Context: an optimization exercise on an open-source flow, tuned for small area, a short achievable clock period and few clock cycles per item. The choices shown serve that exercise and are no tape-out recipe. The RTL was checked by simulation tests, not by an equivalence proof against the original design.

## 12-11
## masked_sbox_pipe
module masked_sbox_pipe (
  input  logic        clk,
  input  logic        rst,
  input  logic        in_valid,
  output logic        in_ready,
  input  logic        in_encrypt,
  input  logic [31:0] in_a,
  input  logic [31:0] in_m,
  input  logic [31:0] in_n,
  input  logic        flush,
  output logic        out_valid,
  input  logic        out_ready,
  output logic [31:0] out_q,
  output logic [31:0] out_n,
  output logic        mask_err
);
For scale: roughly 780 cells after synthesis, roughly 67 flip-flops, ~170 I/O pins, ~0.0076 mm² of cells after synthesis.
Settings: LEC_CHECK=0, ABC_CLOCK_PERIOD_IN_PS=4000, CAP_MARGIN=20, CORE_MARGIN=2, CORE_UTILIZATION=40, SLEW_MARGIN=20, SYNTH_HIERARCHICAL=1; clock period 27.0 ns.
standard.sh (not shown) runs the stock make flow with config.mk's settings and CLKGATE_MAP_FILE= SYNTH_SCRIPT=/design/flow/synth_recipe.tcl, a recipe that flattens the netlist after the stock synthesis.
==> flow/flow/run.sh <==
#!/bin/bash
set -euo pipefail
export BUFFER_PORTS_ARGS="-buffer_cell sky130_fd_sc_hd__buf_1"
export CTS_ARGS="-sink_clustering_enable -repair_clock_nets -dont_use_dummy_load -buf_list sky130_fd_sc_hd__clkbuf_8"
bash standard.sh > standard_flow.log 2>&1
Having completed the whole flow, 12-11 delivered a layout that passed the timing, DRC and antenna checks.
Testbench counts of 12-11, summed over its fixed seeds: cycles 4,104, items 4,096.
diff inputs: 12-11 => 02-05
- a change of ABC_CLOCK_PERIOD_IN_PS from 4000 to 27000
### Flow results
- Summary of 02-05 over 12-11: clock skew barely changed, number of clock buffers in the layout barely changed, worst setup slack after placement barely changed, routed wire length barely changed.
- 02-05 -> 12-11: post-cts hold buffer count delta 0, exact match
- Diff 12-11 -> 02-05: die area saw little to no change, number of flops mapped to enable cells by yosys closely matched the old numbers, fraction of area in registers about even, post-synthesis compound-gate area fraction comparable.

---

Starting RTL as in the previous note.
Design masked_sbox_pipe, start of the top module:
module masked_sbox_pipe (
  input  logic        clk,
  input  logic        rst,
  input  logic        in_valid,
  output logic        in_ready,
  input  logic        in_encrypt,
  input  logic [31:0] in_a,
  input  logic [31:0] in_m,
  input  logic [31:0] in_n,
  input  logic        flush,
  output logic        out_valid,
  input  logic        out_ready,
  output logic [31:0] out_q,
  output logic [31:0] out_n,
  output logic        mask_err
);
export LEC_CHECK = 0
export ABC_CLOCK_PERIOD_IN_PS = 700
export CAP_MARGIN = 20
export CORE_MARGIN = 2
export CORE_UTILIZATION = 40
export SLEW_MARGIN = 20
export SYNTH_HIERARCHICAL = 1
create_clock -name core_clock -period 27.0 [get_ports {clk}]
Scripts as last shown in full above: flow/flow/run.sh
Testbench counts at the start, summed over its fixed seeds: cycles 4,104, items 4,096.
Change:
Settings changed: ABC_CLOCK_PERIOD_IN_PS 700 to 1000.
Result: The new run ran to the end with no violations. Non-clock buffer count stays the same. Register-to-register slack is about the same. Sequential share of layout area stays the same. Synthesized cell count is unchanged. Synthesized area stays the same. Cell area stays the same. Die area does not change. Routed wire length does not change. Critical path depth stays the same.

---

## job 4093
masked_sbox_pipe again, from the RTL that the note above started with.
// masked_sbox_pipe
module masked_sbox_pipe (
  input  logic        clk,
  input  logic        rst,
  input  logic        in_valid,
  output logic        in_ready,
  input  logic        in_encrypt,
  input  logic [31:0] in_a,
  input  logic [31:0] in_m,
  input  logic [31:0] in_n,
  input  logic        flush,
  output logic        out_valid,
  input  logic        out_ready,
  output logic [31:0] out_q,
  output logic [31:0] out_n,
  output logic        mask_err
);
==> flow/config.mk <==
export PLATFORM = sky130hd
export DESIGN_NAME = masked_sbox_pipe
export DESIGN_NICKNAME = masked_sbox_pipe
export VERILOG_FILES = /design/flow/design.v
export SDC_FILE = /design/flow/constraint.sdc
export NUM_CORES = 4
export LEC_CHECK = 0
export ABC_CLOCK_PERIOD_IN_PS = 27000
export CAP_MARGIN = 20
export CORE_MARGIN = 2
export CORE_UTILIZATION = 40
export SLEW_MARGIN = 20
export SYNTH_HIERARCHICAL = 1
==> flow/constraint.sdc <==
create_clock -name core_clock -period 27.0 [get_ports {clk}]
set_input_delay 5.4000 -clock core_clock [delete_from_list [all_inputs] [get_ports {clk}]]
set_output_delay 5.4000 -clock core_clock [all_outputs]
set_load 0.01 [all_outputs]
==> flow/flow/run.sh <==
#!/bin/bash
set -euo pipefail
export BUFFER_PORTS_ARGS="-buffer_cell sky130_fd_sc_hd__buf_1"
export CTS_ARGS="-sink_clustering_enable -repair_clock_nets -dont_use_dummy_load -buf_list sky130_fd_sc_hd__clkbuf_16 -sink_clustering_size 40 -sink_clustering_max_diameter 400 -sink_clustering_levels 1"
bash standard.sh > standard_flow.log 2>&1
Testbench counts of job 4093, summed over its fixed seeds: cycles 4,104, items 4,096.
Setup changes, job 4093 to job 1281
==> flow/flow/run.sh <==
#!/bin/bash
set -euo pipefail
export BUFFER_PORTS_ARGS="-buffer_cell sky130_fd_sc_hd__buf_1"
export SETUP_SLACK_MARGIN=15.6
export CTS_ARGS="-sink_clustering_enable -repair_clock_nets -dont_use_dummy_load -buf_list sky130_fd_sc_hd__clkbuf_8"
bash standard.sh > standard_flow.log 2>&1
Findings:
- In terms of all-layer global routing usage, job 1281 and job 4093 differ only marginally.
- On job 1281: critical-path maximum fanout is 1 lower than what job 4093 gave.
- | wire length of the first global-routing pass | job 1281 vs job 4093 | ≈ equal |
- Final instance area, job 1281 vs job 4093: up by a few percent
- Routed wire length: job 1281 vs job 4093 up 2.3%
- Job 4093 → job 1281: post-detailed-route via-to-cell ratio level; hold slack held steady.
diff inputs: job 1281 => job 9867
==> flow/flow/run.sh <==
#!/bin/bash
set -euo pipefail
export BUFFER_PORTS_ARGS="-buffer_cell sky130_fd_sc_hd__buf_1"
export CTS_ARGS="-sink_clustering_enable -repair_clock_nets -dont_use_dummy_load -buf_list sky130_fd_sc_hd__clkbuf_8 -root_buf sky130_fd_sc_hd__clkbuf_16"
bash standard.sh > standard_flow.log 2>&1
## What came out
- No stage failed in job 9867, and the final checks on the layout all came back clean.
- Job 1281 → job 9867: critical path depth increased by 17 relative to the old numbers, via count closely matched the old numbers, final-layout worst hold slack closely matched the old numbers.
### job 9867 -> job 4127
==> flow/flow/run.sh <==
#!/bin/bash
set -euo pipefail
export BUFFER_PORTS_ARGS="-buffer_cell sky130_fd_sc_hd__buf_1"
export CTS_ARGS="-sink_clustering_enable -repair_clock_nets -dont_use_dummy_load -buf_list sky130_fd_sc_hd__clkbuf_4 -root_buf sky130_fd_sc_hd__clkbuf_8"
bash standard.sh > standard_flow.log 2>&1
[summary]
The run with more setup slack is job 9867; job 4127 has less.
Final design utilization sits lower in job 4127 than in job 9867.
Diff job 9867 -> job 4127: global-route wire length before repair flat, share of final layout cell area taken by non-clock buffers shows no meaningful change, number of vias per cell after detailed routing moved up, met3 usage in global routing comparable.
Between job 9867 and job 4127, the difference in required time of the critical path is negligible.
#### Input delta (job 5569 over job 4127)
- a change of ABC_CLOCK_PERIOD_IN_PS from 27000 to 300
==> flow/flow/run.sh <==
#!/bin/bash
set -euo pipefail
export BUFFER_PORTS_ARGS="-buffer_cell sky130_fd_sc_hd__buf_1"
export CTS_ARGS="-sink_clustering_enable -repair_clock_nets -dont_use_dummy_load -buf_list sky130_fd_sc_hd__clkbuf_8"
bash standard.sh > standard_flow.log 2>&1
[summary]
- Comparing job 4127 against job 5569, there is no change at all in final critical-path required period.
- In terms of core utilization, job 5569 and job 4127 differ only marginally.
- Job 5569 -> job 4127: post-CTS setup buffer count delta 0, exact match
- Between job 4127 and job 5569, the difference in cell total after placement is negligible.
- Between job 4127 and job 5569, the difference in area of all placed cells without fillers is negligible.
- Final-layout non-clock buffer area share delta (job 5569 -> job 4127): insignificant

---

Setup of build 61:
masked_sbox_pipe again, from the RTL that the note above started with.
clock: 27.0 ns
lec_check: 0
abc_clock_period_in_ps: 27000
cap_margin: 20
core_margin: 2
core_utilization: 75
place_density: 0.85
slew_margin: 20
synth_hierarchical: 1
==> flow/flow/run.sh <==
#!/bin/bash
set -euo pipefail
export BUFFER_PORTS_ARGS="-buffer_cell sky130_fd_sc_hd__buf_1"
export CTS_ARGS="-sink_clustering_enable -repair_clock_nets -dont_use_dummy_load -buf_list sky130_fd_sc_hd__clkbuf_8"
bash standard.sh > standard_flow.log 2>&1
Build 61 went all the way through the flow, and no timing, DRC or antenna check failed.
Testbench counts of build 61, summed over its fixed seeds: cycles 4,104, items 4,096.
Inputs modified between build 61 and build 82:
- swapping 75 for 60 in CORE_UTILIZATION
- clearing PLACE_DENSITY, which used to be 0.85
==> results.txt <==
Looking at the reports, build 61 completed the entire flow and the layout it produced met the timing, DRC and antenna checks.
Build 82 did not stop at any stage, and its layout met the timing, DRC and antenna checks.
Summary of build 82 over build 61: first-iteration DRC count fell 43, sequential fraction of total cell area about even, wire length fell 1.9%, detail-routed net length per standard cell fell about 5.3%.
Cell count: build 82 higher than build 61

-- port drivers added, routing unchanged --
The results above use ideal ports. As a check the final layouts listed here were re-extracted and re-timed, cells and wires unchanged. Step 1 assumes that a clkbuf_16 drives the clock port and a buf_2 every other input. Step 2 moves the port delays by t, midway between the first and last clock arrival at a register: inputs arrive t later, outputs are due t later. That takes back most of the time a late clock gives input paths. Slacks: no drivers / after step 1 / after step 2; pairs: no drivers / after step 1.
| run | t, ns | setup WS [ns] | hold WS [ns] | clock arrival spread, ns |
|---|---|---|---|---|
| 12-11 | 0.394 | 15.606 / 15.572 / 15.673 | 0.589 / 0.589 / 0.589 | 0.021 / 0.021 |
| 02-05 | 0.394 | 15.606 / 15.572 / 15.673 | 0.589 / 0.589 / 0.589 | 0.021 / 0.021 |
| the first run of note 2 | 0.394 | 15.606 / 15.572 / 15.673 | 0.589 / 0.589 / 0.589 | 0.021 / 0.021 |
| the second run of note 2 | 0.394 | 15.606 / 15.572 / 15.673 | 0.589 / 0.589 / 0.589 | 0.021 / 0.021 |
| job 4093 | 0.374 | 15.659 / 15.619 / 15.670 | 0.587 / 0.587 / 0.587 | 0.016 / 0.015 |
| job 1281 | 0.395 | 15.698 / 15.672 / 15.672 | 0.585 / 0.585 / 0.585 | 0.020 / 0.020 |
| job 9867 | 0.374 | 15.659 / 15.619 / 15.670 | 0.587 / 0.587 / 0.587 | 0.016 / 0.015 |
| job 4127 | 0.394 | 15.606 / 15.572 / 15.673 | 0.589 / 0.589 / 0.589 | 0.021 / 0.021 |
| job 5569 | 0.394 | 15.606 / 15.572 / 15.673 | 0.589 / 0.589 / 0.589 | 0.021 / 0.021 |
| build 61 | 0.377 | 15.407 / 15.371 / 15.703 | 0.588 / 0.588 / 0.588 | 0.016 / 0.016 |
| build 82 | 0.381 | 15.591 / 15.555 / 15.698 | 0.545 / 0.545 / 0.545 | 0.019 / 0.019 |
After both steps setup and hold are still met in every run listed. For job 1281, which loses most, drivers alone change the setup slack by -0.026 ns; drivers and shift together by -0.026 ns.
